This is an optimization exercise on Yosys and OpenROAD, whose aim is small area, not a production implementation.
Only simulation tests tie the RTL to the original design; equivalence was not proved.
No activity file was given, so power comes from the tool's default toggle rates. The flow treats the clock pin as an ideal source, which a real chip does not have.

File: design/flow/config.mk
export PLATFORM = sky130hd
export DESIGN_NAME = udp_tx_top
export DESIGN_NICKNAME = udp_tx_top
export VERILOG_FILES = /design/flow/design.v
export SDC_FILE = /design/flow/constraint.sdc
export NUM_CORES = 4
export LEC_CHECK = 0
export CAP_MARGIN = 20
export CORE_MARGIN = 2
export CORE_UTILIZATION = 60
export CTS_CLUSTER_DIAMETER = 90
export CTS_CLUSTER_SIZE = 32
export PLACE_DENSITY = 0.7
export SLEW_MARGIN = 20
File: design/flow/constraint.sdc
create_clock -name core_clock -period 6.5 [get_ports {clk}]
set_input_delay 1.3000 -clock core_clock [delete_from_list [all_inputs] [get_ports {clk}]]
set_output_delay 1.3000 -clock core_clock [all_outputs]
set_load 0.01 [all_outputs]
File: design/flow/design.v
`timescale 1ns/10ps
`default_nettype none
module crc32_d4
(
    input  wire         clk,
    input  wire         force_en,
    input  wire  [3:0]  force_x,
    input  wire  [3:0]  din,
    output reg   [31:0] crc
);
    localparam [31:0] CRC_POLY = 32'hEDB8_8320;
    wire [3:0] x = force_en ? force_x : (crc[3:0] ^ din);
    reg  [31:0] fb;
    integer     i;
    always @(*)
    begin
        fb = 32'd0;
        for (i = 0; i < 4; i = i + 1)
            if (x[i])
                fb = fb ^ (CRC_POLY >> (3 - i));
    end
    always @(posedge clk)
        crc <= {4'd0, crc[31:4]} ^ fb;
endmodule
`default_nettype wire
`timescale 1ns/10ps
`default_nettype none
module payload_fifo
#(
    parameter DEPTH = 32
)
(
    input  wire         clk,
    input  wire         rst_n,
    input  wire         wr_en,
    input  wire  [31:0] wr_data,
    input  wire         rd_en,
    output wire  [31:0] rd_data,
    output wire         full
);
    reg  [31:0] st [0:31];
    reg  [31:0] vld;
    reg  [31:0] free;        
    wire        do_wr;
    integer     i;
    assign do_wr   = wr_en && !full;     
    assign full    = &vld;
    assign rd_data = st[31];
    always @(*)
    begin
        free[31] = !vld[31] || rd_en;
        for (i = 30; i >= 0; i = i - 1)
            free[i] = !vld[i] || free[i + 1];
    end
    always @(posedge clk)
    begin
        if (free[0])
            st[0] <= wr_data;
        for (i = 1; i < 32; i = i + 1)
            if (free[i])
                st[i] <= st[i - 1];
    end
    always @(posedge clk or negedge rst_n)
    begin
        if (!rst_n)
            vld <= 32'd0;
        else
        begin
            if (free[0])
                vld[0] <= do_wr;
            for (i = 1; i < 32; i = i + 1)
                if (free[i])
                    vld[i] <= vld[i - 1];
        end
    end
endmodule
`default_nettype wire
`timescale 1ns/10ps
`default_nettype none
module udp_header_gen
#(
    parameter [47:0] BOARD_MAC  = 48'h00_0a_35_01_fe_c0,
    parameter [31:0] BOARD_IP   = 32'hc0_a8_00_0a,
    parameter [15:0] BOARD_PORT = 16'd1234,
    parameter [47:0] PC_MAC     = 48'hff_ff_ff_ff_ff_ff,
    parameter [31:0] PC_IP      = 32'hc0_a8_00_64,
    parameter [15:0] PC_PORT    = 16'd1234
)
(
    input  wire        clk,
    input  wire        clear,        
    input  wire [7:0]  send_data_num,
    input  wire        len_dec,      
    input  wire [6:0]  idx,
    input  wire [15:0] ip_id,
    output wire [3:0]  nib,
    output wire        len_left,     
    output wire        len_one,      
    output wire        len_le1       
);
    localparam [335:0] HDR_CONST = {PC_MAC, BOARD_MAC, 16'h0800, 8'h45, 8'h00,
                                    16'h0000, 16'h0000, 16'h4000, 8'h40, 8'd17,
                                    16'h0000, BOARD_IP, PC_IP, BOARD_PORT, PC_PORT,
                                    16'h0000, 16'h0000};
    localparam [31:0] CSUM_RAW  = 32'h4500 + 32'h4000 + 32'h4011
                                + BOARD_IP[31:16] + BOARD_IP[15:0]
                                + PC_IP[31:16] + PC_IP[15:0] + 32'd28;
    localparam [31:0] CSUM_F1   = CSUM_RAW[15:0] + CSUM_RAW[31:16];
    localparam [15:0] CSUM_K    = CSUM_F1[15:0] + CSUM_F1[31:16];
    localparam [7:0]  MOFF      = CSUM_K[7:0];
    localparam [7:0]  IPL_C     = 8'd28 - MOFF;      
    localparam [7:0]  UDPL_C    = 8'd8 - MOFF;       
    function [2047:0] build_tab(input integer dummy);
        integer i;
        integer h;
        reg [7:0]  by;
        reg [11:0] e;
        reg [3:0]  q;
        begin
            build_tab = 2048'd0;
            for (i = 0; i < 128; i = i + 1)
            begin
                e = 12'd0;
                q = (i % 4 == 0) ? CSUM_K[11:8] : CSUM_K[15:12];
                if ((i >= 12 && i < 32) || (i >= 80 && i < 84))
                begin
                    if (i % 4 < 2)
                        e = {(i % 4 == 0) ? 1'b1 : 1'b0, 3'b001, 4'b0101, q};
                    else
                        e = 12'b0001_0011_0000;
                    if (i >= 80)
                        e[7] = 1'b1;
                end
                else if (i >= 32 && i < 116)
                begin
                    h  = i - 32;
                    by = HDR_CONST[(41 - h / 2) * 8 +: 8];
                    e[3:0] = (h % 2) ? by[7:4] : by[3:0];
                    case (i)
                        66:  e = {8'b0000_0010, IPL_C[3:0]};
                        67:  e = {8'b0010_0010, IPL_C[7:4]};
                        68, 69, 70, 71:
                             e = 12'b0000_0001_0000;
                        110: e = {8'b0000_0010, UDPL_C[3:0]};
                        111: e = {8'b0100_0010, UDPL_C[7:4]};
                        default: ;
                    endcase
                end
                build_tab[i * 16 +: 12] = e;
            end
        end
    endfunction
    function [15:0] carry_tab(input [3:0] c);
        integer i;
        begin
            for (i = 0; i < 16; i = i + 1)
                carry_tab[i] = (i + c >= 16) ? 1'b1 : 1'b0;
        end
    endfunction
    function [255:0] extra_tab(input integer dummy);
        integer i;
        begin
            for (i = 0; i < 256; i = i + 1)
                extra_tab[i] = (i < MOFF) ? 1'b1 : 1'b0;
        end
    endfunction
    localparam [2047:0] TAB     = build_tab(0);
    localparam [15:0]   IPL_CY  = carry_tab(IPL_C[3:0]);
    localparam [15:0]   UDPL_CY = carry_tab(UDPL_C[3:0]);
    localparam [255:0]  EXTRA   = extra_tab(0);
    reg  [7:0]  m;
    reg         cc;
    reg  [3:0]  id_nib;
    wire [11:0] e     = TAB[{idx, 4'd0} +: 12];
    wire [3:0]  m_nib = idx[0] ? m[7:4] : m[3:0];
    wire [3:0]  p     = e[4] ? id_nib : e[3:0];
    wire [3:0]  q     = (e[5] ? m_nib : (e[6] ? e[3:0] : 4'd0)) | {3'd0, e[11] & EXTRA[m]};
    wire        cin   = e[8] ? cc : ((e[9] & IPL_CY[m[3:0]]) | (e[10] & UDPL_CY[m[3:0]]));
    wire [4:0]  sum   = p + q + cin;
    assign len_left = (m != MOFF);
    assign len_one  = (m == MOFF + 8'd1);
    assign len_le1  = (m == MOFF) || (m == MOFF + 8'd1);
    always @(*)
    begin
        case (idx[1:0])
            2'd0:    id_nib = ip_id[11:8];
            2'd1:    id_nib = ip_id[15:12];
            2'd2:    id_nib = ip_id[3:0];
            default: id_nib = ip_id[7:4];
        endcase
    end
    wire [7:0] m_next = (clear ? send_data_num : m) + (clear ? MOFF : 8'hFF);
    always @(posedge clk)
    begin
        if (clear || len_dec)
            m <= m_next;
    end
    always @(posedge clk)
    begin
        if (clear)
            cc <= 1'b0;
        else if (e[8])
            cc <= sum[4];
    end
    assign nib = sum[3:0] ^ {4{e[7]}};
endmodule
`default_nettype wire
`timescale 1ns/10ps
`default_nettype none
module mii_frame_tx
(
    input  wire         clk,
    input  wire         rst_n,
    input  wire         send_en,
    output wire [6:0]   hdr_idx,
    output wire         hdr_clr,
    input  wire [3:0]   hdr_nib,
    output wire         len_dec,
    input  wire         len_left,
    input  wire         len_one,
    input  wire         len_le1,
    output reg  [15:0]  ip_id,
    input  wire [31:0]  rd_data,
    output wire         rd_en,
    output reg          eth_tx_en,
    output reg  [3:0]   eth_tx_data,
    output reg          send_end
);
    localparam [1:0] PH_IDLE = 2'd0;
    localparam [1:0] PH_HEAD = 2'd1;
    localparam [1:0] PH_PAY  = 2'd2;
    localparam [1:0] PH_FCS  = 2'd3;
    reg  [1:0]  phase;
    reg  [7:0]  k;
    reg         send_en_q;
    wire        start;
    wire        idle     = (phase == PH_IDLE);
    wire        in_head  = (phase == PH_HEAD);
    wire        in_pay   = (phase == PH_PAY);
    wire        in_fcs   = (phase == PH_FCS);
    wire        pre      = !k[5] && !k[6];           
    wire        pay_data = len_left;
    wire        pay_one  = len_one;
    wire        min_done = k[7] || k[6] || (k[5] && (k[4:1] != 4'd0));   
    wire        pay_end  = k[0] && min_done && len_le1;
    wire        head_end = (k[6:0] == 7'd115);
    wire        active   = (in_head && (k[6:4] != 3'd0)) || in_pay || in_fcs;
    wire        pay_dec  = in_pay && k[0] && pay_data;
    wire [31:0] crc;
    reg  [3:0]  nib;
    reg  [3:0]  crc_x;
    assign start   = send_en && !send_en_q && idle && !eth_tx_en && !send_end;
    assign hdr_idx = k[6:0];
    assign hdr_clr = idle;
    assign len_dec = pay_dec;
    assign rd_en   = pay_dec && ((k[2:1] == 2'd3) || pay_one);
    always @(*)
    begin
        if (in_fcs)
            nib = ~crc[3:0];
        else if (in_pay)
            nib = pay_data ? rd_data[{~k[2:1], k[0]} * 4 +: 4] : 4'd0;
        else if (pre)
            nib = (k[4:0] == 5'd31) ? 4'hD : 4'h5;
        else
            nib = hdr_nib;
    end
    always @(*)
    begin
        case (k[2:0])
            3'd0:    crc_x = 4'd2;
            3'd1:    crc_x = 4'd14;
            3'd2:    crc_x = 4'd1;
            3'd3:    crc_x = 4'd12;
            3'd4:    crc_x = 4'd0;
            default: crc_x = 4'd9;
        endcase
        if (in_fcs)
            crc_x = 4'd0;
    end
    crc32_d4 u_crc
    (
        .clk      (clk),
        .force_en ((in_head && pre) || in_fcs),
        .force_x  (crc_x),
        .din      (nib),
        .crc      (crc)
    );
    always @(posedge clk)
    begin
        if (idle)
            k <= 8'd11;
        else if ((in_head && head_end) || (in_pay && pay_end))
            k <= 8'd0;
        else
            k <= k + 8'd1;
    end
    always @(posedge clk or negedge rst_n)
    begin
        if (!rst_n)
        begin
            phase       <= PH_IDLE;
            send_en_q   <= 1'b0;
            ip_id       <= 16'd0;
            eth_tx_en   <= 1'b0;
            eth_tx_data <= 4'd0;
            send_end    <= 1'b0;
        end
        else
        begin
            send_en_q   <= send_en;
            send_end    <= idle && eth_tx_en;
            eth_tx_en   <= active;
            eth_tx_data <= active ? nib : 4'd0;
            ip_id       <= ip_id + {15'd0, start};
            case (phase)
                PH_IDLE: if (start) phase <= PH_HEAD;
                PH_HEAD: if (head_end) phase <= PH_PAY;
                PH_PAY:  if (pay_end) phase <= PH_FCS;
                default: if (k[2:0] == 3'd7) phase <= PH_IDLE;
            endcase
        end
    end
endmodule
`default_nettype wire
`timescale 1ns/10ps
`default_nettype none
module udp_tx_top
#(
    parameter [47:0] BOARD_MAC  = 48'h00_0a_35_01_fe_c0,
    parameter [31:0] BOARD_IP   = 32'hc0_a8_00_0a,
    parameter [15:0] BOARD_PORT = 16'd1234,
    parameter [47:0] PC_MAC     = 48'hff_ff_ff_ff_ff_ff,
    parameter [31:0] PC_IP      = 32'hc0_a8_00_64,
    parameter [15:0] PC_PORT    = 16'd1234,
    parameter        FIFO_DEPTH = 32
)
(
    input  wire         clk,
    input  wire         rst_n,
    input  wire         send_en,
    input  wire [15:0]  send_data_num,
    input  wire         wr_en,
    input  wire [31:0]  wr_data,
    output wire         fifo_full,
    output wire         send_end,
    output wire         eth_tx_en,
    output wire [3:0]   eth_tx_data
);
    wire [6:0]  hdr_idx;
    wire        hdr_clr;
    wire        len_dec;
    wire        len_left;
    wire        len_one;
    wire        len_le1;
    wire [15:0] ip_id;
    wire [3:0]  hdr_nib;
    wire [31:0] rd_data;
    wire        rd_en;
    udp_header_gen
    #(
        .BOARD_MAC  (BOARD_MAC),
        .BOARD_IP   (BOARD_IP),
        .BOARD_PORT (BOARD_PORT),
        .PC_MAC     (PC_MAC),
        .PC_IP      (PC_IP),
        .PC_PORT    (PC_PORT)
    )
    u_hdr_gen
    (
        .clk         (clk),
        .clear       (hdr_clr),
        .send_data_num (send_data_num[7:0]),
        .len_dec     (len_dec),
        .idx         (hdr_idx),
        .ip_id       (ip_id),
        .nib         (hdr_nib),
        .len_left    (len_left),
        .len_one     (len_one),
        .len_le1     (len_le1)
    );
    payload_fifo #(.DEPTH(FIFO_DEPTH)) u_fifo
    (
        .clk     (clk),
        .rst_n   (rst_n),
        .wr_en   (wr_en),
        .wr_data (wr_data),
        .rd_en   (rd_en),
        .rd_data (rd_data),
        .full    (fifo_full)
    );
    mii_frame_tx u_mii_tx
    (
        .clk           (clk),
        .rst_n         (rst_n),
        .send_en       (send_en),
        .hdr_idx       (hdr_idx),
        .hdr_clr       (hdr_clr),
        .hdr_nib       (hdr_nib),
        .len_dec       (len_dec),
        .len_left      (len_left),
        .len_one       (len_one),
        .len_le1       (len_le1),
        .ip_id         (ip_id),
        .rd_data       (rd_data),
        .rd_en         (rd_en),
        .eth_tx_en     (eth_tx_en),
        .eth_tx_data   (eth_tx_data),
        .send_end      (send_end)
    );
endmodule
`default_nettype wire
File: design/flow/flow/run.sh
#!/bin/bash
# Layout: the standard flow (standard.sh), with
#  - the standard synthesis, then its combinational logic mapped again for
#    area (flow/remap.ys, flow/remap.abc); the flip-flops are untouched;
#  - port buffers of the smallest buffer cell instead of the flow's pick;
#  - clock tree synthesis with the sink clustering of config.mk and no dummy
#    loads.
# Each tool's full output goes to a log in this folder: make_synth.log,
# remap_yosys.log, make_flow.log (ORFS also keeps each step's log under
# orfs/logs).
set -euo pipefail
cd "$(dirname "$0")/.."
WORK=$(pwd)
RES=$WORK/orfs/results/${FLOW_PLATFORM:-sky130hd}/udp_tx_top/base
export BUFFER_PORTS_ARGS="-buffer_cell sky130_fd_sc_hd__buf_1"
export CTS_ARGS="-sink_clustering_enable -repair_clock_nets -sink_clustering_size 34 -sink_clustering_max_diameter 100  -dont_use_dummy_load"

bash standard.sh synth > make_synth.log 2>&1

YOSYS=$(command -v yosys || true)
[[ -n "$YOSYS" ]] || YOSYS=$FLOW_HOME/../tools/install/yosys/bin/yosys
mkdir -p remap
cp "$RES/1_2_yosys.v" remap/std.v
cp flow/remap.ys flow/remap.abc remap/
ln -sf "$FLOW_HOME/platforms/sky130hd/lib/sky130_fd_sc_hd__tt_025C_1v80.lib" remap/lib.lib
(cd remap && "$YOSYS" -s remap.ys) > remap_yosys.log 2>&1
cp remap/remapped.v "$RES/1_2_yosys.v"
rm -f "$RES/1_synth.odb" "$RES/1_synth.sdc"

bash standard.sh > make_flow.log 2>&1
File: design/flow/flow/remap.abc
&get -n
&st
&syn2
&dch -f
&nf -R 1000
&put
File: design/flow/flow/remap.ys
# Re-map the combinational logic of the standard synthesis for area. Every
# flip-flop instance is kept as it is (same instance names and cell types):
# the sequential cells are black boxes, the other cells are read as their
# liberty functions, flattened into plain logic and mapped again by ABC.
read_liberty -ignore_miss_func lib.lib
blackbox sky130_fd_sc_hd__df* sky130_fd_sc_hd__edf* sky130_fd_sc_hd__sdf* sky130_fd_sc_hd__sedf* sky130_fd_sc_hd__dl*
read_verilog std.v
hierarchy -top udp_tx_top
flatten
opt_clean -purge
abc -script remap.abc -liberty lib.lib -dont_use sky130_fd_sc_hd__probe_p_8 -dont_use sky130_fd_sc_hd__probec_p_8 -dont_use sky130_fd_sc_hd__lpflow_bleeder_1 -dont_use sky130_fd_sc_hd__lpflow_clkbufkapwr_1 -dont_use sky130_fd_sc_hd__lpflow_clkbufkapwr_16 -dont_use sky130_fd_sc_hd__lpflow_clkbufkapwr_2 -dont_use sky130_fd_sc_hd__lpflow_clkbufkapwr_4 -dont_use sky130_fd_sc_hd__lpflow_clkbufkapwr_8 -dont_use sky130_fd_sc_hd__lpflow_clkinvkapwr_1 -dont_use sky130_fd_sc_hd__lpflow_clkinvkapwr_16 -dont_use sky130_fd_sc_hd__lpflow_clkinvkapwr_2 -dont_use sky130_fd_sc_hd__lpflow_clkinvkapwr_4 -dont_use sky130_fd_sc_hd__lpflow_clkinvkapwr_8 -dont_use sky130_fd_sc_hd__lpflow_decapkapwr_12 -dont_use sky130_fd_sc_hd__lpflow_decapkapwr_3 -dont_use sky130_fd_sc_hd__lpflow_decapkapwr_4 -dont_use sky130_fd_sc_hd__lpflow_decapkapwr_6 -dont_use sky130_fd_sc_hd__lpflow_decapkapwr_8 -dont_use sky130_fd_sc_hd__lpflow_inputiso0n_1 -dont_use sky130_fd_sc_hd__lpflow_inputiso0p_1 -dont_use sky130_fd_sc_hd__lpflow_inputiso1n_1 -dont_use sky130_fd_sc_hd__lpflow_inputiso1p_1 -dont_use sky130_fd_sc_hd__lpflow_inputisolatch_1 -dont_use sky130_fd_sc_hd__lpflow_isobufsrc_1 -dont_use sky130_fd_sc_hd__lpflow_isobufsrc_16 -dont_use sky130_fd_sc_hd__lpflow_isobufsrc_2 -dont_use sky130_fd_sc_hd__lpflow_isobufsrc_4 -dont_use sky130_fd_sc_hd__lpflow_isobufsrc_8 -dont_use sky130_fd_sc_hd__lpflow_isobufsrckapwr_16 -dont_use sky130_fd_sc_hd__lpflow_lsbuf_lh_hl_isowell_tap_1 -dont_use sky130_fd_sc_hd__lpflow_lsbuf_lh_hl_isowell_tap_2 -dont_use sky130_fd_sc_hd__lpflow_lsbuf_lh_hl_isowell_tap_4 -dont_use sky130_fd_sc_hd__lpflow_lsbuf_lh_isowell_4 -dont_use sky130_fd_sc_hd__lpflow_lsbuf_lh_isowell_tap_1 -dont_use sky130_fd_sc_hd__lpflow_lsbuf_lh_isowell_tap_2 -dont_use sky130_fd_sc_hd__lpflow_lsbuf_lh_isowell_tap_4  -D 6500
splitnets
opt_clean -purge
hilomap -singleton -hicell sky130_fd_sc_hd__conb_1 HI -locell sky130_fd_sc_hd__conb_1 LO
insbuf -buf sky130_fd_sc_hd__buf_4 A X
check
stat -liberty lib.lib
write_verilog -noattr -noexpr -nohex -nodec remapped.v
File: design/flow/standard.sh
#!/bin/bash
# synth_recipe.tcl (not shown) runs the flow's synth.tcl, then flattens the netlist and writes it again
# the make line also repeats each setting of config.mk as NAME=value (left out here)
make -C /OpenROAD-flow-scripts/flow DESIGN_CONFIG=/design/flow/config.mk WORK_HOME=/design/flow/orfs CLKGATE_MAP_FILE= SYNTH_SCRIPT=/design/flow/synth_recipe.tcl "${@:-finish}"
==> out/results.ini, run 1 <==
[final_layout]
layout.nets = 1762
n_antenna_cell = 0
nFillCells = 3776
layout-drive-gt1-share_pct = 5.15
syn2layout_area_growth_pct = 6.92
final_util_pct = 64.9

[sta]
drv_slew = 0
worst_pin_slew_ns = 1.11
finClkSkew_ns = 0.0540
rsz0062_at_grt = false
setup_viol = 0
hold_violations = 0
slew_headroom_pct = 23.9
clock.fmax_mhz = 173
layout_min_cycle_time_ns = 5.78
tns_ns = 0
fin_crit_sh_pct = 89.0

[hold_path]
hold_path_end = u_mii_tx.u_crc.crc[11]
hp-start = u_mii_tx.u_crc.crc[15]
hold_path.class = reg2reg
hold_depth = 0

[grt]
antenna_found_initial = 1
grt_pass1_vias = 13200
grtUsageTotal_pct = 13.3
grt_max_degree = 58
overflow = 0
grt_pass1_wl_microns = 65800

[drt]
wl_met1_microns = 17400
top_layer = met4
wl_met2_microns = 21600
firstDrtPassIters = 5
drt-initial-drc-count = 758
via_per_inst = 5.32
post_drt_wl_per_cell_microns = 16.8
wl_microns = 41600
ant_nets = 0
drc = 0
routed-wl-met3_microns = 1690
via_count = 13200

[floorplanning]
fp-row-count = 89
io_pins = 59
start_util_pct = 60.7
die_h_microns = 249
core_sq_um = 59100
fp.dieW_microns = 249
die_area_sq_um = 61800

[setup_path]
r2r_end = u_fifo.st[1][6]
r2r_cells = 22
criticalPathCategory = reg2reg
max_stage_delay_ns = 0.47
cp_top_family = simple AND/OR/NAND/NOR gates
crit_buf_inv = 2
required_ns = 6.83
worstPathMaxFanout = 34
crit_arrival_ns = 6.11
reg2reg_from = u_hdr_gen.m[4]
end_kind = register
start_kind = register
worst_path_max_delay_cell = edfxtp_1
rrSetupSlack_ns = 0.72
crit_chain = nor2_1, nand3_1, nor3b_1, nor2b_1, nand2_1, or2_0, nand2_4, nor2_2, clkinv_4, nor2b_1, nand2_4, nor2_1, and2_0, and3_1, and3_1, and3_1, nand3_4, nor2_2, nand3_4, nor2_2, nand4_1, buf_4

[clocking]
cts_tree = yes
root_buffer = clkbuf_16
clockBufferDepth = 3
ctsResizeCount = 0
clk_latency_ns = 0.60
clk_pin_slew_worst_paths_ns = 0.11
h-tree-depth = 2
ctsHoldBuffers = 0
numCtsBuffers = 39
cts.sinks = 1130
cts_setup_buffers = 0

[place]
port_buffers = 50
gp_congestion = 0.857
place_hpwl_microns = 27700

[power]
leakagePower_nw = 12.7
p_comb_share_pct = 15.1
p_clk_share_pct = 18.9
sequentialPowerShare_pct = 66.0
p_per_area_nw_per_um2 = 397
switching_share_pct = 24.7
power_switching_mw = 3.77
p_int_mw = 11.5
peakVddDrop_uv = 338

[yosys]
ys_warn_count = 5
avgSynthCellArea_sq_um = 22.7
synth.net_count = 1634
synth_area_sq_um = 35900
syn_inst = 1582

[run_status]
status = timing/DRC/antenna clean

[job]
maxCapViolCount = 0

-- final cells by class --
class	instances	area, sq um	area share (%)
Inverter	25	98.8	0.258
Timing Repair Buffer	87	487	1.27
Tap cell	773	967	2.52
Multi-Input combinational cell	427	2620	6.82
Clock buffer	39	976	2.54
Sequential cell	1130	33200	86.6
-- registers in the layout, indices dropped and copies added, names as in the netlist --
signal and cells:
u_fifo.vld 32, u_mii_tx.u_crc.crc 32, u_mii_tx.send_en_q 1, u_hdr_gen.cc 1
u_mii_tx.send_end 1, u_mii_tx.phase 2, u_mii_tx.eth_tx_en 1, u_hdr_gen.m 8
u_mii_tx.k 8, u_fifo.st 1024, u_mii_tx.eth_tx_data 4, u_mii_tx.ip_id 16
-- cells in the final DEF, fill, tap and decap left out, drive strengths merged, types with 6 or more instances in the layout --
master and count:
dfxtp 41, and3 7, nand3 17, and2 9
nand2b 27, buf 86, nand4 11, xnor2 39
nor2 55, nand2 60, edfxtp 1032, nor3 18
a31oi 6, clkinv 23, o22ai 25, o21ai 26
or2 13, nor2b 9, mux2i 9, xor2 26
a21oi 20, clkbuf 40, dfrtp 57
-- worst reg2reg max path: stages, from the launching register on --
cell	delay (ns)
edfxtp_1	0.47
nor2_1	0.14
nand3_1	0.12
nor3b_1	0.30
nor2b_1	0.16
nand2_1	0.11
or2_0	0.26
nand2_4	0.30
nor2_2	0.30
clkinv_4	0.28
nor2b_1	0.45
nand2_4	0.08
nor2_1	0.20
and2_0	0.27
and3_1	0.26
and3_1	0.30
and3_1	0.34
nand3_4	0.11
nor2_2	0.25
nand3_4	0.12
nor2_2	0.21
nand4_1	0.18
buf_4	0.30
-- power by group through the flow --
stage,combinational [mW],clock (mW),sequential [mW]
final,2.30,2.89,10.1
after global routing,2.56,3.25,10.2
after CTS,2.34,3.03,10.1
after detailed placement,2.33,0,10.2
after global placement,2.23,0,10.2
after floorplan,1.62,0,10.1
-- worst max path at each step --
stage / slack (ns) / endpoint / depth (start not counted) / from
2_1_floorplan: 0.05 / u_fifo.st[1][0] / 21 / u_hdr_gen.m[4]
3_3_place_gp: 0.96 / u_fifo.st[1][22] / 23 / u_hdr_gen.m[7]
3_5_place_dp: 0.75 / u_fifo.st[1][22] / 23 / u_hdr_gen.m[7]
4_1_cts: 0.75 / u_fifo.st[1][3] / 23 / u_hdr_gen.m[7]
5_1_grt: 0.18 / u_fifo.st[1][3] / 23 / u_hdr_gen.m[7]
6_report: 0.72 / u_fifo.st[1][6] / 22 / u_hdr_gen.m[4]
-- per-stage QoR --
stage / hold slack, ns / cell area [sq um] / worst slack, ns / cells / power (mW)
2_1_floorplan: 0.310 / 36000 / 0.0457 / 1582 / 11.7
3_3_place_gp: 0.311 / 37400 / 0.959 / 2441 / 12.4
3_5_place_dp: 0.312 / 37400 / 0.748 / 2441 / 12.6
4_1_cts: 0.342 / 38400 / 0.753 / 2480 / 15.4
5_1_grt: 0.354 / 38400 / 0.177 / 2481 / 16.0
6_report: 0.339 / 38400 / 0.717 / 2481 / 15.2
-- metal layers --
| layer | GRT usage [%] | vias to the layer above |
|---|---|---|
| met5 | 0 | - |
| met4 | 3.48 | 0 |
| met3 | 2.60 | 63 |
| met2 | 24.2 | 206 |
| met1 | 16.6 | 6599 |
| li1 | - | 6323 |
==> inputs of run 2 (changes only) <==
--- a/design/flow/flow/run.sh
+++ b/design/flow/flow/run.sh
@@ -14,5 +14,5 @@
 RES=$WORK/orfs/results/${FLOW_PLATFORM:-sky130hd}/udp_tx_top/base
 export BUFFER_PORTS_ARGS="-buffer_cell sky130_fd_sc_hd__buf_1"
-export CTS_ARGS="-sink_clustering_enable -repair_clock_nets -sink_clustering_size 34 -sink_clustering_max_diameter 100  -dont_use_dummy_load"
+export CTS_ARGS="-sink_clustering_enable -repair_clock_nets -sink_clustering_size 10 -sink_clustering_max_diameter 50 -buf_list sky130_fd_sc_hd__clkbuf_4 -dont_use_dummy_load"
 
 bash standard.sh synth > make_synth.log 2>&1
==> run 2 against run 1 <==
Against the previous run: core utilization is essentially flat; worst hold slack got worse by 0.0045 ns; critical path type unchanged; worst setup slack got worse by 0.025 ns; largest cell class unchanged; sequential power hardly changed; via count grew 3.0%; still clean; die area stayed put; wire length rose by 2.5%; non-clock buffer count is the same; register-to-register slack got worse by 0.02 ns; synthesized cell count did not move.
==> out/results.ini, run 2 <==
[job]
maxCapViolCount = 0  ; unchanged

[floorplanning]
fp-row-count = 89  ; unchanged
fp.dieW_microns = 249  ; unchanged
core_sq_um = 59100  ; unchanged
die_h_microns = 249  ; unchanged
die_area_sq_um = 61800  ; unchanged
io_pins = 59  ; unchanged
start_util_pct = 60.7  ; unchanged

[final_layout]
syn2layout_area_growth_pct = 6.99  ; about the same
instances_no_fill = 2578  ; +3.9%
multiInputGateArea_sq_um = 2620  ; unchanged
seq_area_sq_um = 33200  ; unchanged
layout_commonest_cell = edfxtp_1
layout_common_cells = edfxtp_1, clkbuf_4, nand2_1
layout-drive-gt1-share_pct = 10.0  ; +4.9 points
largest_reg_flops = 1024  ; unchanged
layout.nets = 1855  ; +5.3%
biggestRegsByFlops = u_fifo.st: 1024 flops, u_fifo.vld: 32 flops, u_mii_tx.u_crc.crc: 32 flops
regMostFlops = u_fifo.st
nFillCells = 3795  ; +0.50%

[sta]
hold_ws_ns = 0.335  ; -0.00451 ns
fin_crit_sh_pct = 89.4  ; +0.38 points
finClkSkew_ns = 0.0737  ; +0.0197 ns
hold_violations = 0  ; unchanged
tns_ns = 0  ; unchanged
drv_slew = 0  ; unchanged
rsz0062_at_grt = false
worst_pin_slew_ns = 1.19  ; +0.0806 ns
layout_min_cycle_time_ns = 5.81  ; +0.0247 ns
slew_headroom_pct = 18.4  ; -5.5 points
clock.fmax_mhz = 172  ; -0.43%
setup_viol = 0  ; unchanged

[setup_path]
r2r_cells = 23  ; +4.5%
required_ns = 7.14  ; +0.31 ns
criticalPathCategory = reg2reg
start_kind = register
r2r_end = u_fifo.st[1][7]
reg2reg_from = u_hdr_gen.m[7]
end_kind = register
crit_arrival_ns = 6.44  ; +0.33 ns
worstPathMaxFanout = 34  ; unchanged
rrSetupSlack_ns = 0.69  ; -0.02 ns

[clocking]
ctsHoldBuffers = 0  ; unchanged
cts_tree = yes
cts_setup_buffers = 0  ; unchanged
h-tree-depth = 4  ; +2
root_buffer = clkbuf_4
ctsResizeCount = 0  ; unchanged
clk_latency_ns = 0.94  ; +0.34 ns
clockBufferDepth = 3  ; unchanged
cts.sinks = 1130  ; unchanged
numCtsBuffers = 132  ; +240%
clk_pin_slew_worst_paths_ns = 0.09  ; -0.02 ns

[drt]
drt-initial-drc-count = 708  ; -6.6%
via_per_inst = 5.27  ; -0.87%
post_drt_wl_per_cell_microns = 16.5  ; -1.4%
firstDrtPassIters = 5  ; unchanged
via_count = 13600  ; +3.0%
drc = 0  ; unchanged
ant_nets = 0  ; unchanged
wl_microns = 42600  ; +2.5%

[yosys]
avgSynthCellArea_sq_um = 22.7  ; unchanged
syn_inst = 1582  ; unchanged
synth.net_count = 1634  ; unchanged
synth_area_sq_um = 35900  ; unchanged
ys_warn_count = 5  ; unchanged

[power]
p_per_area_nw_per_um2 = 395  ; -0.43%
peakVddDrop_uv = 263  ; -22%
leakagePower_nw = 12.8  ; +1.0%

[hold_path]
hold_depth = 0  ; unchanged
hp-start = u_mii_tx.u_crc.crc[15]
hold_path_end = u_mii_tx.u_crc.crc[11]
hold_path.class = reg2reg

[grt]
grtUsageTotal_pct = 14.2  ; +0.81 points
grt_pass1_wl_microns = 68200  ; +3.7%
grt_max_degree = 58  ; unchanged
grt_pass1_vias = 14000  ; +6.6%
overflow = 0  ; unchanged
antenna_found_initial = 3  ; +2

[place]
port_buffers = 50  ; unchanged
place_inst = 2441  ; unchanged
gp_congestion = 0.857  ; unchanged
place_hpwl_microns = 27700  ; unchanged

[run_status]
status = timing/DRC/antenna clean

-- run 2: worst max-delay path: stages, from the launching register on --
cell and delay [ns]:
edfxtp_1 0.39, nand3_1 0.11, nor2_1 0.11, nand3_1 0.12, nor3b_1 0.30, nor2b_1 0.16
nand2_1 0.11, or2_0 0.26, nand2_4 0.30, nor2_2 0.30, clkinv_4 0.28, nor2b_1 0.44
nand2_4 0.08, nor2_1 0.20, and2_0 0.26, and3_1 0.26, and3_1 0.30, and3_1 0.33
nand3_4 0.11, nor2_2 0.25, nand3_4 0.12, nor2_2 0.22, nand4_1 0.19, buf_4 0.30
-- run 2: layout make-up --
class / count / share of cell area, %
antenna: 4 / 0.0261
timing repair buffer: 87 / 1.27
multi-input combinational: 427 / 6.82
inverter: 25 / 0.257
sequential: 1130 / 86.5
tap: 773 / 2.52
clock buffer: 132 / 2.58
-- run 2: worst max-delay path by stage --
stage | start | end | slack (ns) | cells after the start
6_report | u_hdr_gen.m[7] | u_fifo.st[1][7] | 0.69 | 23
5_1_grt | u_hdr_gen.m[7] | u_fifo.st[1][6] | 0.12 | 23
4_1_cts | u_hdr_gen.m[7] | u_fifo.st[1][22] | 0.71 | 23
3_5_place_dp | u_hdr_gen.m[7] | u_fifo.st[1][22] | 0.75 | 23
3_3_place_gp | u_hdr_gen.m[7] | u_fifo.st[1][22] | 0.96 | 23
2_1_floorplan | u_hdr_gen.m[4] | u_fifo.st[1][0] | 0.05 | 21
-- run 2: report_power, final --
| part | internal [mW] | switching (mW) |
|---|---|---|
| Clock | 0.940 | 1.89 |
| Combinational | 0.762 | 1.54 |
| Sequential | 9.62 | 0.433 |
| Total | 11.3 | 3.87 |
-- run 2: per-layer routing --
| metal | track usage, % | wire [microns] | share of wire (%) | vias up |
|---|---|---|---|---|
| li1 | - | - | - | 6562 |
| met1 | 16.9 | 17800 | 42 | 6682 |
| met2 | 24.1 | 21800 | 51 | 262 |
| met3 | 3.60 | 1890 | 4.4 | 82 |
| met4 | 7.20 | 1040 | 2.4 | 0 |
| met5 | 0 | 0 | 0 | - |
-- run 2: per-stage QoR --
stage,utilization (%),worst slack (ns),power [mW],area (sq um)
final,65.0,0.692,15.2,38400
after global routing,65.0,0.122,16.0,38400
after CTS,64.9,0.711,15.4,38400
after detailed placement,63.2,0.748,12.6,37400
after global placement,63.2,0.959,12.4,37400
after floorplan,-,0.0457,11.7,36000
==> inputs of run 3 (changes only) <==
--- a/design/flow/flow/run.sh
+++ b/design/flow/flow/run.sh
@@ -14,5 +14,5 @@
 RES=$WORK/orfs/results/${FLOW_PLATFORM:-sky130hd}/udp_tx_top/base
 export BUFFER_PORTS_ARGS="-buffer_cell sky130_fd_sc_hd__buf_1"
-export CTS_ARGS="-sink_clustering_enable -repair_clock_nets -sink_clustering_size 10 -sink_clustering_max_diameter 50 -buf_list sky130_fd_sc_hd__clkbuf_4 -dont_use_dummy_load"
+export CTS_ARGS="-sink_clustering_enable -repair_clock_nets -sink_clustering_size 20 -sink_clustering_max_diameter 90 -buf_list sky130_fd_sc_hd__clkbuf_8 -dont_use_dummy_load"
 
 bash standard.sh synth > make_synth.log 2>&1
==> run 3 against run 2 <==
Against the previous run: global-route usage decreased by 0.58 points; synthesized area unchanged; combinational power about the same; fmax decreased by 0.72%; design area decreased by 0.23%; register-to-register slack got worse by 0.04 ns; via count decreased by 2.2%; worst hold slack improved by 0.0028 ns; sequential power about the same; synthesized cell count unchanged; wire length decreased by 1.7%; critical endpoint is now u_fifo.st[1][22]; largest cell class unchanged.
==> out/results.ini, run 3 <==
[floorplanning]
start_util_pct = 60.7  ; unchanged
io_pins = 59  ; unchanged
fp.dieW_microns = 249  ; unchanged
fp-row-count = 89  ; unchanged
core_sq_um = 59100  ; unchanged
die_area_sq_um = 61800  ; unchanged
die_h_microns = 249  ; unchanged

[run_status]
status = timing/DRC/antenna clean

[setup_path]
r2r_cells = 22  ; -4.3%
r2r_end = u_fifo.st[1][22]
max_stage_delay_ns = 0.47  ; +0.03 ns
worstPathMaxFanout = 34  ; unchanged
crit_buf_inv = 2  ; unchanged
end_kind = register
criticalPathCategory = reg2reg
crit_arrival_ns = 6.21  ; -0.23 ns
reg2reg_from = u_hdr_gen.m[4]
crit_chain = nor2_1, nand3_1, nor3b_1, nor2b_1, nand2_1, or2_0, nand2_4, nor2_2, clkinv_4, nor2b_1, nand2_4, nor2_1, and2_0, and3_1, and3_1, and3_1, nand3_4, nor2_2, nand3_4, nor2_2, nand4_1, buf_4
worst_path_max_delay_cell = edfxtp_1
start_kind = register
cp_top_family = simple AND/OR/NAND/NOR gates
required_ns = 6.86  ; -0.28 ns
rrSetupSlack_ns = 0.65  ; -0.04 ns

[sta]
clock.fmax_mhz = 171  ; -0.72%
slew_headroom_pct = 23.3  ; +5.0 points
tns_ns = 0  ; unchanged
worst_pin_slew_ns = 1.12  ; -0.0727 ns
hold_ws_ns = 0.338  ; +0.00280 ns
setup_slack_ns = 0.650  ; -0.0419 ns
hold_violations = 0  ; unchanged
drv_slew = 0  ; unchanged
fin_crit_sh_pct = 90.0  ; +0.65 points
setup_viol = 0  ; unchanged
layout_min_cycle_time_ns = 5.85  ; +0.0419 ns
rsz0062_at_grt = false
finClkSkew_ns = 0.0512  ; -0.0224 ns

[place]
gp_congestion = 0.857  ; unchanged
dp_slack_ns = 0.748  ; unchanged
port_buffers = 50  ; unchanged
placed_cell_area_sq_um = 37400  ; unchanged
place_hpwl_microns = 27700  ; unchanged

[power]
p_clk_share_pct = 18.1  ; -0.6 points
p_comb_share_pct = 15.3  ; +0.2 points
leakagePower_nw = 12.7  ; -1.0%
power_mw = 15.1  ; -0.62%
p_int_mw = 11.3  ; -0.17%
p_per_area_nw_per_um2 = 394  ; -0.39%
power_switching_mw = 3.79  ; -2.0%
switching_share_pct = 25.1  ; -0.34 points
peakVddDrop_uv = 289  ; +9.7%
sequentialPowerShare_pct = 66.6  ; +0.4 points

[final_layout]
layout-drive-gt1-share_pct = 6.63  ; -3.4 points
design_area_sq_um = 38300  ; -0.23%
layout_commonest_cell = edfxtp_1
layout.nets = 1789  ; -3.6%
syn2layout_area_growth_pct = 6.74
layout_common_cells = edfxtp_1, clkbuf_8, nand2_1
biggestRegsByFlops = u_fifo.st: 1024 flops, u_fifo.vld: 32 flops, u_mii_tx.u_crc.crc: 32 flops
regMostFlops = u_fifo.st
largest_reg_flops = 1024  ; unchanged

[grt]
grt_max_degree = 58  ; unchanged
grt_pass1_vias = 13400  ; -4.8%
grtUsageTotal_pct = 13.6  ; -0.58 points
overflow = 0  ; unchanged
antenna_found_initial = 2  ; -1
grt_pass1_wl_microns = 66400  ; -2.7%

[drt]
ant_nets = 0  ; unchanged
wl_microns = 41900  ; -1.7%
via_count = 13300  ; -2.2%
drc = 0  ; unchanged
drt-initial-drc-count = 708  ; unchanged
post_drt_wl_per_cell_microns = 16.7  ; +1.0%
via_per_inst = 5.30  ; +0.47%
firstDrtPassIters = 5  ; unchanged

[clocking]
clk_latency_ns = 0.67  ; -0.27 ns
clockBufferDepth = 3  ; unchanged
ctsHoldBuffers = 0  ; unchanged
cts_tree = yes
clk_pin_slew_worst_paths_ns = 0.11  ; +0.02 ns
h-tree-depth = 3  ; -1
cts.sinks = 1130  ; unchanged
numCtsBuffers = 66  ; -50%
cts_setup_buffers = 0  ; unchanged
ctsResizeCount = 0  ; unchanged
root_buffer = clkbuf_8

[yosys]
avgSynthCellArea_sq_um = 22.7  ; unchanged
synth_area_sq_um = 35900  ; unchanged
synth.net_count = 1634  ; unchanged
syn_inst = 1582  ; unchanged
ys_warn_count = 5  ; unchanged

[hold_path]
hold_path.class = reg2reg
hold_depth = 0  ; unchanged
hold_path_end = u_mii_tx.u_crc.crc[1]
hp-start = u_mii_tx.u_crc.crc[5]

[job]
maxCapViolCount = 0  ; unchanged

## run 3: cell types whose count changed in the layout (fill, tap and decap cells not counted), sizes merged
cell and delta:
diode -3, clkbuf -66
## run 3: power by group through the flow
stage               clock network (mW)  registers, mW  logic (mW)
floorplan                            0           10.1        1.62
global placement                     0           10.2        2.23
detailed placement                   0           10.2        2.33
CTS                               2.88           10.1        2.34
global route                      3.13           10.2        2.56
finish                            2.74           10.1        2.31
## run 3: area by class of cell
type / instances / area, sq um
inverters: 25 / 98.8
clock buffers: 66 / 908
fillers: 3737 / 20800
well taps: 773 / 967
diodes: 1 / 2.50
multi-input cells: 427 / 2620
flip-flops and latches: 1130 / 33200
repair buffers: 87 / 487
## run 3: per-stage QoR
step                utilization, %  instances
global placement              63.2       2441
global route                  64.8       2509
CTS                           64.8       2507
finish                        64.8       2509
floorplan                        -       1582
detailed placement            63.2       2441
## run 3: worst max path at each step
| stage | from | cells past startpoint | end |
|---|---|---|---|
| after floorplan | u_hdr_gen.m[4] | 21 | u_fifo.st[1][0] |
| after global placement | u_hdr_gen.m[7] | 23 | u_fifo.st[1][22] |
| after detailed placement | u_hdr_gen.m[7] | 23 | u_fifo.st[1][22] |
| after CTS | u_hdr_gen.m[7] | 23 | u_fifo.st[1][22] |
| after global routing | u_hdr_gen.m[7] | 23 | u_fifo.st[1][22] |
| final | u_hdr_gen.m[4] | 22 | u_fifo.st[1][22] |
## run 3: worst reg2reg max path, delay by kind of cell (launching register included)
| family | cells | cell delay, ns |
|---|---|---|
| buffers and inverters | 2 | 0.58 |
| DFF | 1 | 0.47 |
| and+or+nand+nor | 20 | 4.51 |
## run 3: layer usage
metal  GRT usage [%]  share of wire (%)  up-vias
li1                -                  -     6363
met1            16.7                 42     6630
met2            24.1                 51      214
met3            3.07                4.2       80
met4            4.28                2.5        0
met5               0                  0        -
==> inputs of run 4 (changes only) <==
--- a/design/flow/flow/run.sh
+++ b/design/flow/flow/run.sh
@@ -14,4 +14,5 @@
 RES=$WORK/orfs/results/${FLOW_PLATFORM:-sky130hd}/udp_tx_top/base
 export BUFFER_PORTS_ARGS="-buffer_cell sky130_fd_sc_hd__buf_1"
+export RECOVER_POWER=100
 export CTS_ARGS="-sink_clustering_enable -repair_clock_nets -sink_clustering_size 20 -sink_clustering_max_diameter 90 -buf_list sky130_fd_sc_hd__clkbuf_8 -dont_use_dummy_load"
 
==> run 4 against run 3 <==
Against the previous run: now fails the layout checks on capacitance limit, slew limit; via count rose by 0.41%; sequential share of layout area rose by 0.25 points; global-route usage did not move; critical path type unchanged; highest routed layer unchanged.
==> out/results.ini, run 4 <==
[setup_path]
worstPathMaxFanout = 34  ; unchanged
start_kind = register
end_kind = register
criticalPathCategory = reg2reg
crit_arrival_ns = 6.24  ; +0.03 ns
rrSetupSlack_ns = 0.63  ; -0.02 ns
required_ns = 6.86  ; about the same

[sta]
layout_min_cycle_time_ns = 5.87  ; +0.0238 ns
clock.fmax_mhz = 170  ; -0.41%
hold_violations = 0  ; unchanged
hold_ws_ns = 0.338  ; +0.000234 ns
rsz0062_at_grt = false
drv_slew = 324  ; +324
worst_pin_slew_ns = 3.27  ; +2.15 ns
finClkSkew_ns = 0.0518  ; +0.000580 ns
slew_headroom_pct = -118  ; -140 points
fin_crit_sh_pct = 90.4  ; +0.37 points
setup_viol = 0  ; unchanged
tns_ns = 0  ; unchanged

[final_layout]
layout_commonest_cell = edfxtp_1
layout-drive-gt1-share_pct = 5.65  ; -0.98 points
layout.nets = 1789  ; unchanged
regMostFlops = u_fifo.st
layout_common_cells = edfxtp_1, clkbuf_8, nand2_1
biggestRegsByFlops = u_fifo.st: 1024 flops, u_fifo.vld: 32 flops, u_mii_tx.u_crc.crc: 32 flops
syn2layout_area_growth_pct = 6.44
largest_reg_flops = 1024  ; unchanged

[place]
place_hpwl_microns = 27700  ; unchanged
port_buffers = 50  ; unchanged
gp_congestion = 0.857  ; unchanged

[floorplanning]
fp.dieW_microns = 249  ; unchanged
start_util_pct = 60.7  ; unchanged
die_h_microns = 249  ; unchanged
io_pins = 59  ; unchanged
die_area_sq_um = 61800  ; unchanged
core_sq_um = 59100  ; unchanged
fp-row-count = 89  ; unchanged

[yosys]
avgSynthCellArea_sq_um = 22.7  ; unchanged
ys_warn_count = 5  ; unchanged
synth.net_count = 1634  ; unchanged
syn_inst = 1582  ; unchanged
synth_area_sq_um = 35900  ; unchanged

[drt]
wl_microns = 41900  ; about the same
via_per_inst = 5.32  ; +0.41%
drc = 0  ; unchanged
via_count = 13300  ; +0.41%
drt-initial-drc-count = 657  ; -7.2%
ant_nets = 0  ; unchanged
post_drt_wl_per_cell_microns = 16.7  ; about the same
firstDrtPassIters = 5  ; unchanged

[clocking]
h-tree-depth = 3  ; unchanged
clockBufferDepth = 3  ; unchanged
cts_setup_buffers = 0  ; unchanged
clk_latency_ns = 0.67  ; about the same
cts.sinks = 1130  ; unchanged
cts_tree = yes
ctsHoldBuffers = 0  ; unchanged
numCtsBuffers = 66  ; unchanged
ctsResizeCount = 0  ; unchanged
root_buffer = clkbuf_8
clk_pin_slew_worst_paths_ns = 0.11  ; about the same

[power]
leakagePower_nw = 12.6  ; -0.51%
peakVddDrop_uv = 289  ; about the same
p_per_area_nw_per_um2 = 394  ; about the same

[grt]
grt_max_degree = 58  ; unchanged
antenna_found_initial = 2  ; unchanged
grt_pass1_vias = 13400  ; unchanged
overflow = 0  ; unchanged
grt_pass1_wl_microns = 66400  ; unchanged
grtUsageTotal_pct = 13.6  ; unchanged

[run_status]
so.violations = capacitance limit, slew limit
status = finished with violations

[hold_path]
hold_path.class = reg2reg

[job]
maxCapViolCount = 9  ; +9

## run 4: per-stage QoR
stage                     util (%)  cells  instance area, sq um  power, mW  setup slack, ns
after floorplan                  -   1582                 36000       11.7           0.0457
after global placement        63.2   2441                 37400       12.4            0.959
after detailed placement      63.2   2441                 37400       12.6            0.748
after CTS                     64.8   2507                 38300       15.3            0.718
after global routing          64.6   2509                 38200       15.8           0.0785
final                         64.6   2509                 38200       15.1            0.626
## run 4: report_power, final
part	switching (mW)	internal, mW	total [mW]
clock network	1.81	0.923	2.74
logic	1.54	0.712	2.25
registers	0.432	9.64	10.1
total	3.78	11.3	15.1
## run 4: worst paths after layout
path                                       start               endpoint  cells past startpoint
max in group asynchronous                  rst_n     u_mii_tx.ip_id[13]                      2
max                               u_hdr_gen.m[4]       u_fifo.st[1][22]                     22
min in group asynchronous                  rst_n          u_fifo.vld[2]                      2
min reg2reg                u_mii_tx.u_crc.crc[5]  u_mii_tx.u_crc.crc[1]                      0
min                        u_mii_tx.u_crc.crc[5]  u_mii_tx.u_crc.crc[1]                      0
max reg2reg                       u_hdr_gen.m[4]       u_fifo.st[1][22]                     22
## run 4: area by class of cell
class                           count  area [sq um]
Multi-Input combinational cell    427          2610
Inverter                           25          98.8
Sequential cell                  1130         33200
Timing Repair Buffer               87           383
Fill cell                        3747         20900
Antenna cell                        1          2.50
Clock buffer                       66           908
Tap cell                          773           967
## run 4: metal layers
| layer | vias up | GRT usage, % | wire length, microns |
|---|---|---|---|
| met2 | 232 | 24.1 | 21600 |
| met4 | 0 | 4.28 | 1050 |
| li1 | 6369 | - | - |
| met5 | - | 0 | 0 |
| met1 | 6661 | 16.7 | 17500 |
| met3 | 80 | 3.07 | 1770 |
## run 4: critical path, cell delays in order (launching register included)
cell and delay [ns]:
edfxtp_1 0.47, nor2_1 0.14, nand3_1 0.12, nor3b_1 0.30, nor2b_1 0.16, nand2_1 0.11, or2_0 0.26, nand2_4 0.30
nor2_2 0.29, clkinv_4 0.28, nor2b_1 0.44, nand2_4 0.08, nor2_1 0.20, and2_0 0.25, and3_1 0.26, and3_1 0.30
and3_1 0.33, nand3_4 0.11, nor2_2 0.26, nand3_4 0.11, nor2_1 0.31, nand4_1 0.21, buf_4 0.30
==> inputs of run 5 (changes only) <==
--- a/design/flow/flow/run.sh
+++ b/design/flow/flow/run.sh
@@ -4,6 +4,6 @@
 #    area (flow/remap.ys, flow/remap.abc); the flip-flops are untouched;
 #  - port buffers of the smallest buffer cell instead of the flow's pick;
-#  - clock tree synthesis with the sink clustering of config.mk and no dummy
-#    loads.
+#  - clock tree synthesis with clkbuf_8 buffers, clusters of at most 20
+#    sinks, and no dummy loads.
 # Each tool's full output goes to a log in this folder: make_synth.log,
 # remap_yosys.log, make_flow.log (ORFS also keeps each step's log under
@@ -14,5 +14,4 @@
 RES=$WORK/orfs/results/${FLOW_PLATFORM:-sky130hd}/udp_tx_top/base
 export BUFFER_PORTS_ARGS="-buffer_cell sky130_fd_sc_hd__buf_1"
-export RECOVER_POWER=100
 export CTS_ARGS="-sink_clustering_enable -repair_clock_nets -sink_clustering_size 20 -sink_clustering_max_diameter 90 -buf_list sky130_fd_sc_hd__clkbuf_8 -dont_use_dummy_load"
 
--- a/design/flow/config.mk
+++ b/design/flow/config.mk
@@ -8,7 +8,5 @@
 export CAP_MARGIN = 20
 export CORE_MARGIN = 2
-export CORE_UTILIZATION = 60
-export CTS_CLUSTER_DIAMETER = 90
-export CTS_CLUSTER_SIZE = 32
-export PLACE_DENSITY = 0.7
+export CORE_UTILIZATION = 66
+export PLACE_DENSITY = 0.76
 export SLEW_MARGIN = 20
==> run 5 against run 4 <==
Against the previous run: sequential share of layout area down 0.14 points; now clean on timing, DRC and antenna; count of clock-buffer cells in the layout unchanged; wire length up 6.3%; via count up 0.19%; combinational power up 4%; clock skew up 0.0045 ns; first-iteration DRC count up 36%; core utilization up 6.5 points.
==> out/results.ini, run 5 <==
[sta]
layout_min_cycle_time_ns = 5.69  ; -0.181 ns
rsz0062_at_grt = false
clock.fmax_mhz = 176  ; +3.2%
fin_crit_sh_pct = 87.6  ; -2.8 points
slew_headroom_pct = 41.4  ; +160 points
worst_pin_slew_ns = 0.876  ; -2.39 ns
hold_violations = 0  ; unchanged
tns_ns = 0  ; unchanged
drv_slew = 0  ; -100%
finClkSkew_ns = 0.0563  ; +0.00448 ns
setup_viol = 0  ; unchanged

[yosys]
avgSynthCellArea_sq_um = 22.7  ; unchanged
syn_inst = 1582  ; unchanged
synth.net_count = 1634  ; unchanged
synth_area_sq_um = 35900  ; unchanged
ys_warn_count = 5  ; unchanged

[final_layout]
regMostFlops = u_fifo.st
layout.nets = 1793  ; +0.22%
largest_reg_flops = 1024  ; unchanged
design_area_sq_um = 38300  ; +0.17%
syn2layout_area_growth_pct = 6.62
layout_commonest_cell = edfxtp_1
layout-drive-gt1-share_pct = 6.79  ; +1.1 points
final_util_pct = 71.1  ; +6.5 points
layout_common_cells = edfxtp_1, clkbuf_8, nand2_1
biggestRegsByFlops = u_fifo.st: 1024 flops, u_fifo.vld: 32 flops, u_mii_tx.u_crc.crc: 32 flops
instances_no_fill = 2436  ; -2.9%

[place]
port_buffers = 50  ; unchanged
placed_cell_area_sq_um = 37300  ; -0.19%
place_hpwl_microns = 29900  ; +7.9%
place_inst = 2367  ; -3.0%
gp_congestion = 0.828  ; -3.4%

[clocking]
cts_tree = yes
clk_latency_ns = 0.67  ; about the same
root_buffer = clkbuf_8
cts_setup_buffers = 0  ; unchanged
cts.sinks = 1130  ; unchanged
ctsResizeCount = 0  ; unchanged
h-tree-depth = 3  ; unchanged
clockBufferDepth = 3  ; unchanged
clk_pin_slew_worst_paths_ns = 0.11  ; about the same
numCtsBuffers = 66  ; unchanged
ctsHoldBuffers = 0  ; unchanged

[setup_path]
worstPathMaxFanout = 34  ; unchanged
required_ns = 6.85  ; about the same
start_kind = register
crit_arrival_ns = 6.04  ; -0.20 ns
criticalPathCategory = reg2reg
end_kind = register
r2r_cells = 23  ; +4.5%

[floorplanning]
die_area_sq_um = 56300  ; -8.9%
fp-row-count = 85  ; -4.5%
start_util_pct = 66.7  ; +6.0 points
fp.dieW_microns = 237  ; -4.6%
io_pins = 59  ; unchanged
core_sq_um = 53800  ; -9.0%
die_h_microns = 237  ; -4.6%

[hold_path]
hold_path.class = reg2reg
hold_depth = 0  ; unchanged

[power]
power_mw = 15.2  ; +0.76%
leakagePower_nw = 12.7  ; +0.68%
p_per_area_nw_per_um2 = 397  ; +0.59%
peakVddDrop_uv = 301  ; +4.2%

[grt]
grt_pass1_wl_microns = 69900  ; +5.4%
grtUsageTotal_pct = 16.1  ; +2.5 points
overflow = 0  ; unchanged
grt_max_degree = 58  ; unchanged
antenna_found_initial = 1  ; -1
grt_pass1_vias = 13600  ; +1.5%

[drt]
post_drt_wl_per_cell_microns = 18.3  ; +9.5%
ant_nets = 0  ; unchanged
drt-initial-drc-count = 891  ; +36%
drc = 0  ; unchanged
via_count = 13400  ; +0.19%
via_per_inst = 5.49  ; +3.2%
firstDrtPassIters = 5  ; unchanged
wl_microns = 44500  ; +6.3%

[job]
maxCapViolCount = 0  ; -9

[run_status]
status = timing/DRC/antenna clean

[run 5: stage by stage]
stage          worst slack (ns)  hold WS [ns]
5_1_grt                   0.421         0.344
3_5_place_dp              0.924         0.312
3_3_place_gp               1.06         0.310
6_report                  0.808         0.341
4_1_cts                   0.854         0.333
2_1_floorplan            0.0457         0.310
[run 5: layout make-up]
type	instances	area (sq um)
sequential	1130	33200
fill	3010	15500
multi-input combinational	427	2620
clock buffer	66	908
tap	696	871
timing repair buffer	91	537
inverter	25	98.8
antenna	1	2.50
[run 5: worst max-delay path, stage by stage (launching register included)]
cell	delay (ns)
edfxtp_1	0.43
nand3_1	0.11
nor2_1	0.11
nand3_1	0.13
nor3b_1	0.29
nor2b_1	0.10
nand2_1	0.09
or2_0	0.28
nand2_4	0.29
nor2_2	0.30
clkinv_4	0.28
nor2b_1	0.37
nand2_4	0.07
nor2_1	0.20
and2_0	0.25
and3_1	0.24
and3_1	0.34
and3_1	0.36
nand3_4	0.12
nor2_2	0.23
nand3_4	0.12
nor2_2	0.24
nand4_1	0.13
buf_4	0.28
[run 5: power breakdown]
part / switching, mW / internal, mW
Combinational: 1.56 / 0.787
Clock: 1.81 / 0.923
Sequential: 0.467 / 9.62
Total: 3.84 / 11.3
[run 5: worst paths after layout]
| check | end | slack, ns | from |
|---|---|---|---|
| max in group asynchronous | u_fifo.vld[28] | 5.16 | rst_n |
| max reg2reg | u_fifo.st[1][6] | 0.81 | u_hdr_gen.m[6] |
| min | u_mii_tx.u_crc.crc[1] | 0.34 | u_mii_tx.u_crc.crc[5] |
| min in group asynchronous | u_fifo.vld[19] | 0.80 | rst_n |
| min reg2reg | u_mii_tx.u_crc.crc[1] | 0.34 | u_mii_tx.u_crc.crc[5] |
| max | u_fifo.st[1][6] | 0.81 | u_hdr_gen.m[6] |
[run 5: per-layer routing]
layer,routed length [microns],up-vias,global-route usage (%)
li1,-,6379,-
met1,18600,6703,20.2
met2,23400,214,28.9
met3,1540,72,3.19
met4,969,0,4.52
met5,0,-,0
==> inputs of run 6 (changes only) <==
--- a/design/flow/config.mk
+++ b/design/flow/config.mk
@@ -8,5 +8,6 @@
 export CAP_MARGIN = 20
 export CORE_MARGIN = 2
-export CORE_UTILIZATION = 66
-export PLACE_DENSITY = 0.76
+export CORE_UTILIZATION = 60
+export GPL_TIMING_DRIVEN = 0
+export PLACE_DENSITY = 0.7
 export SLEW_MARGIN = 20
==> run 6 against run 5 <==
Against the previous run: clock power hardly changed; non-clock buffer count is 22 lower; still clean; largest power group unchanged; synthesized cell count stayed put; critical endpoint is now u_mii_tx.u_crc.crc[27]; final cell count is 2.3% higher; register-to-register slack worse by 0.39 ns; worst hold slack worse by 0.0032 ns; global-route usage is 2.2 points lower; worst setup slack worse by 0.39 ns; sequential power hardly changed; synthesized area stayed put.
==> out/results.ini, run 6 <==
[clocking]
clk_latency_ns = 0.66  ; about the same
root_buffer = clkbuf_8
clk_pin_slew_worst_paths_ns = 0.11  ; about the same
numCtsBuffers = 67  ; +1.5%
cts_tree = yes
clockBufferDepth = 3  ; unchanged
cts.sinks = 1130  ; unchanged
h-tree-depth = 3  ; unchanged

[drt]
wl_microns = 42700  ; -4.0%
ant_nets = 0  ; unchanged
firstDrtPassIters = 5  ; unchanged
post_drt_wl_per_cell_microns = 17.1  ; -6.2%
drt-initial-drc-count = 767  ; -14%
drc = 0  ; unchanged
via_per_inst = 5.33  ; -2.8%
via_count = 13300  ; -0.55%

[hold_path]
hp-start = u_mii_tx.u_crc.crc[4]
hold_depth = 0  ; unchanged
hold_path_end = u_mii_tx.u_crc.crc[0]
hold_path.class = reg2reg

[final_layout]
layout.nets = 1774  ; -1.1%
nFillCells = 3733  ; +24%
biggestRegsByFlops = u_fifo.st: 1024 flops, u_fifo.vld: 32 flops, u_mii_tx.u_crc.crc: 32 flops
layout_commonest_cell = edfxtp_1
layout-drive-gt1-share_pct = 7.38  ; +0.60 points
largest_reg_flops = 1024  ; unchanged
final_util_pct = 65.0  ; -6.1 points
layout_common_cells = edfxtp_1, clkbuf_8, dfrtp_1
seq_area_sq_um = 33200  ; about the same
regMostFlops = u_fifo.st
instances_no_fill = 2493  ; +2.3%
syn2layout_area_growth_pct = 7.08
n_antenna_cell = 0  ; -1
design_area_sq_um = 38400  ; +0.44%
multiInputGateArea_sq_um = 2780  ; +5.9%

[grt]
grt_pass1_vias = 13300  ; -2.0%
antenna_found_initial = 0  ; -1
grt_pass1_wl_microns = 67800  ; -3.1%
grt_max_degree = 35  ; -40%
overflow = 0  ; unchanged
grtUsageTotal_pct = 13.9  ; -2.2 points

[place]
place_hpwl_microns = 27900  ; -6.8%
gp_congestion = 0.838  ; +1.1%
port_buffers = 50  ; unchanged
place_inst = 2413  ; +1.9%
placed_cell_area_sq_um = 37300  ; about the same

[setup_path]
required_ns = 7.09  ; +0.24 ns
r2r_cells = 18  ; -22%
max_stage_delay_ns = 0.70  ; +0.27 ns
r2r_end = u_mii_tx.u_crc.crc[27]
crit_buf_inv = 1  ; -1
rrSetupSlack_ns = 0.42  ; -0.39 ns
end_kind = register
crit_arrival_ns = 6.67  ; +0.63 ns
worstPathMaxFanout = 17  ; -50%
cp_top_family = simple AND/OR/NAND/NOR gates
start_kind = register
reg2reg_from = u_mii_tx.k[2]
criticalPathCategory = reg2reg
crit_chain = clkinv_2, nor2_1, nor2_1, nor2_1, and2_0, nor2_1, or3_1, o211ai_1, maj3_1, o21ai_0, o21ai_0, nand2_1, or3_1, and2_0, o311ai_2, xor2_1, xor2_1, xor2_1
critPathMostFrequentCell = nor2_1
worst_path_max_delay_cell = o311ai_2

[yosys]
avgSynthCellArea_sq_um = 22.7  ; unchanged
syn_inst = 1582  ; unchanged
synth.net_count = 1634  ; unchanged
synth_area_sq_um = 35900  ; unchanged
ys_warn_count = 5  ; unchanged

[sta]
slew_headroom_pct = 25.8  ; -16 points
finClkSkew_ns = 0.0540  ; -0.00229 ns
worst_pin_slew_ns = 1.08  ; +0.209 ns
layout_min_cycle_time_ns = 6.08  ; +0.387 ns
rsz0062_at_grt = false
setup_viol = 0  ; unchanged
hold_violations = 0  ; unchanged
fin_crit_sh_pct = 93.5  ; +5.9 points
clock.fmax_mhz = 165  ; -6.4%
drv_slew = 0  ; unchanged

[floorplanning]
fp.dieW_microns = 249  ; +4.8%
start_util_pct = 60.7  ; -6.0 points
die_area_sq_um = 61800  ; +9.8%
die_h_microns = 249  ; +4.8%
io_pins = 59  ; unchanged
fp-row-count = 89  ; +4.7%
core_sq_um = 59100  ; +9.9%

[run_status]
status = timing/DRC/antenna clean

[job]
maxCapViolCount = 0  ; unchanged

[power]
peakVddDrop_uv = 270  ; -10%
p_per_area_nw_per_um2 = 395  ; -0.45%
leakagePower_nw = 12.7  ; about the same
power_mw = 15.2  ; about the same

-- run 6: cell count changes in the layout (fill, tap and decap cells not counted), sizes merged --
cell / change
clkinv: -3
buf: -23
diode: -1
inv: +3
nand3: +2
clkbuf: +2
-- run 6: metrics by stage --
stage / hold slack, ns / setup WS (ns) / setup TNS [ns]
final: 0.338 / 0.421 / 0
after global routing: 0.348 / 0.0209 / 0
after global placement: 0.310 / -1.73 / -477.86
after detailed placement: 0.313 / -1.78 / -361.67
after floorplan: 0.310 / 0.0457 / 0
after CTS: 0.343 / 0.00927 / 0
-- run 6: worst max-delay path by stage --
| stage | startpoint | end | slack, ns | depth (start not counted) |
|---|---|---|---|---|
| 6_report | u_mii_tx.k[2] | u_mii_tx.u_crc.crc[27] | 0.42 | 18 |
| 5_1_grt | u_mii_tx.k[2] | u_mii_tx.u_crc.crc[27] | 0.02 | 18 |
| 4_1_cts | u_hdr_gen.m[6] | u_fifo.st[12][14] | 0.009 | 21 |
| 3_5_place_dp | u_hdr_gen.m[6] | u_fifo.st[4][6] | -1.78 | 22 |
| 3_3_place_gp | u_hdr_gen.m[7] | u_fifo.st[1][22] | -1.73 | 22 |
| 2_1_floorplan | u_hdr_gen.m[4] | u_fifo.st[1][0] | 0.05 | 21 |
-- run 6: layout make-up --
class | count | share of cell area [%]
clock buffer | 67 | 2.40
inverter | 25 | 0.296
multi-input combinational | 429 | 7.22
sequential | 1130 | 86.5
tap | 773 | 2.52
timing repair buffer | 69 | 1.11
-- run 6: repair_timing --
| item | CTS | global route |
|---|---|---|
| gates cloned | 2 | 0 |
| gates resized for setup | 19 | 7 |
| pin swaps | 6 | 1 |
| endpoints found under the setup margin | 455 | 361 |
| hold buffers | 0 | 0 |
| setup buffers | 3 | 4 |
| hold endpoints to repair | 0 | 0 |
-- run 6: where the power goes --
| part | total, mW | internal (mW) | switching, mW | leakage (nW) |
|---|---|---|---|---|
| sequential | 10.1 | 9.63 | 0.466 | 11.0 |
| combinational | 2.33 | 0.728 | 1.60 | 1.26 |
| clock | 2.76 | 0.936 | 1.82 | 0.482 |
| total | 15.2 | 11.3 | 3.88 | 12.7 |
-- run 6: layer usage --
layer / global-route usage, % / vias up / share of wire [%]
li1: - / 6359 / -
met1: 17.5 / 6631 / 43
met2: 24.4 / 229 / 51
met3: 3.15 / 76 / 4.3
met4: 4.33 / 0 / 2.3
met5: 0 / - / 0

static timing again, ports no longer ideal:
The flow's constraints put no driver on any port. The routed layouts listed below were extracted and timed again, unchanged, in two steps.
Step 1: set_driving_cell puts a clkbuf_16 on clk and a buf_2 on each other input, an assumption about the parent block.
Step 2 also shifts input and output timing later by t, the mid clock arrival at the registers, as if the neighbouring blocks saw the same clock.
a / b / c = no drivers / after step 1 / after step 2; a / b = the first two.
run	t, ns	setup slack, ns	cell pins on the clock port's net
run 1	0.628	0.717 / 0.717 / 0.717	1
run 2	0.965	0.692 / 0.692 / 0.692	1
run 3	0.700	0.650 / 0.650 / 0.650	1
run 4	0.699	0.626 / 0.626 / 0.626	1
run 5	0.693	0.808 / 0.808 / 0.808	1
run 6	0.685	0.421 / 0.421 / 0.421	1
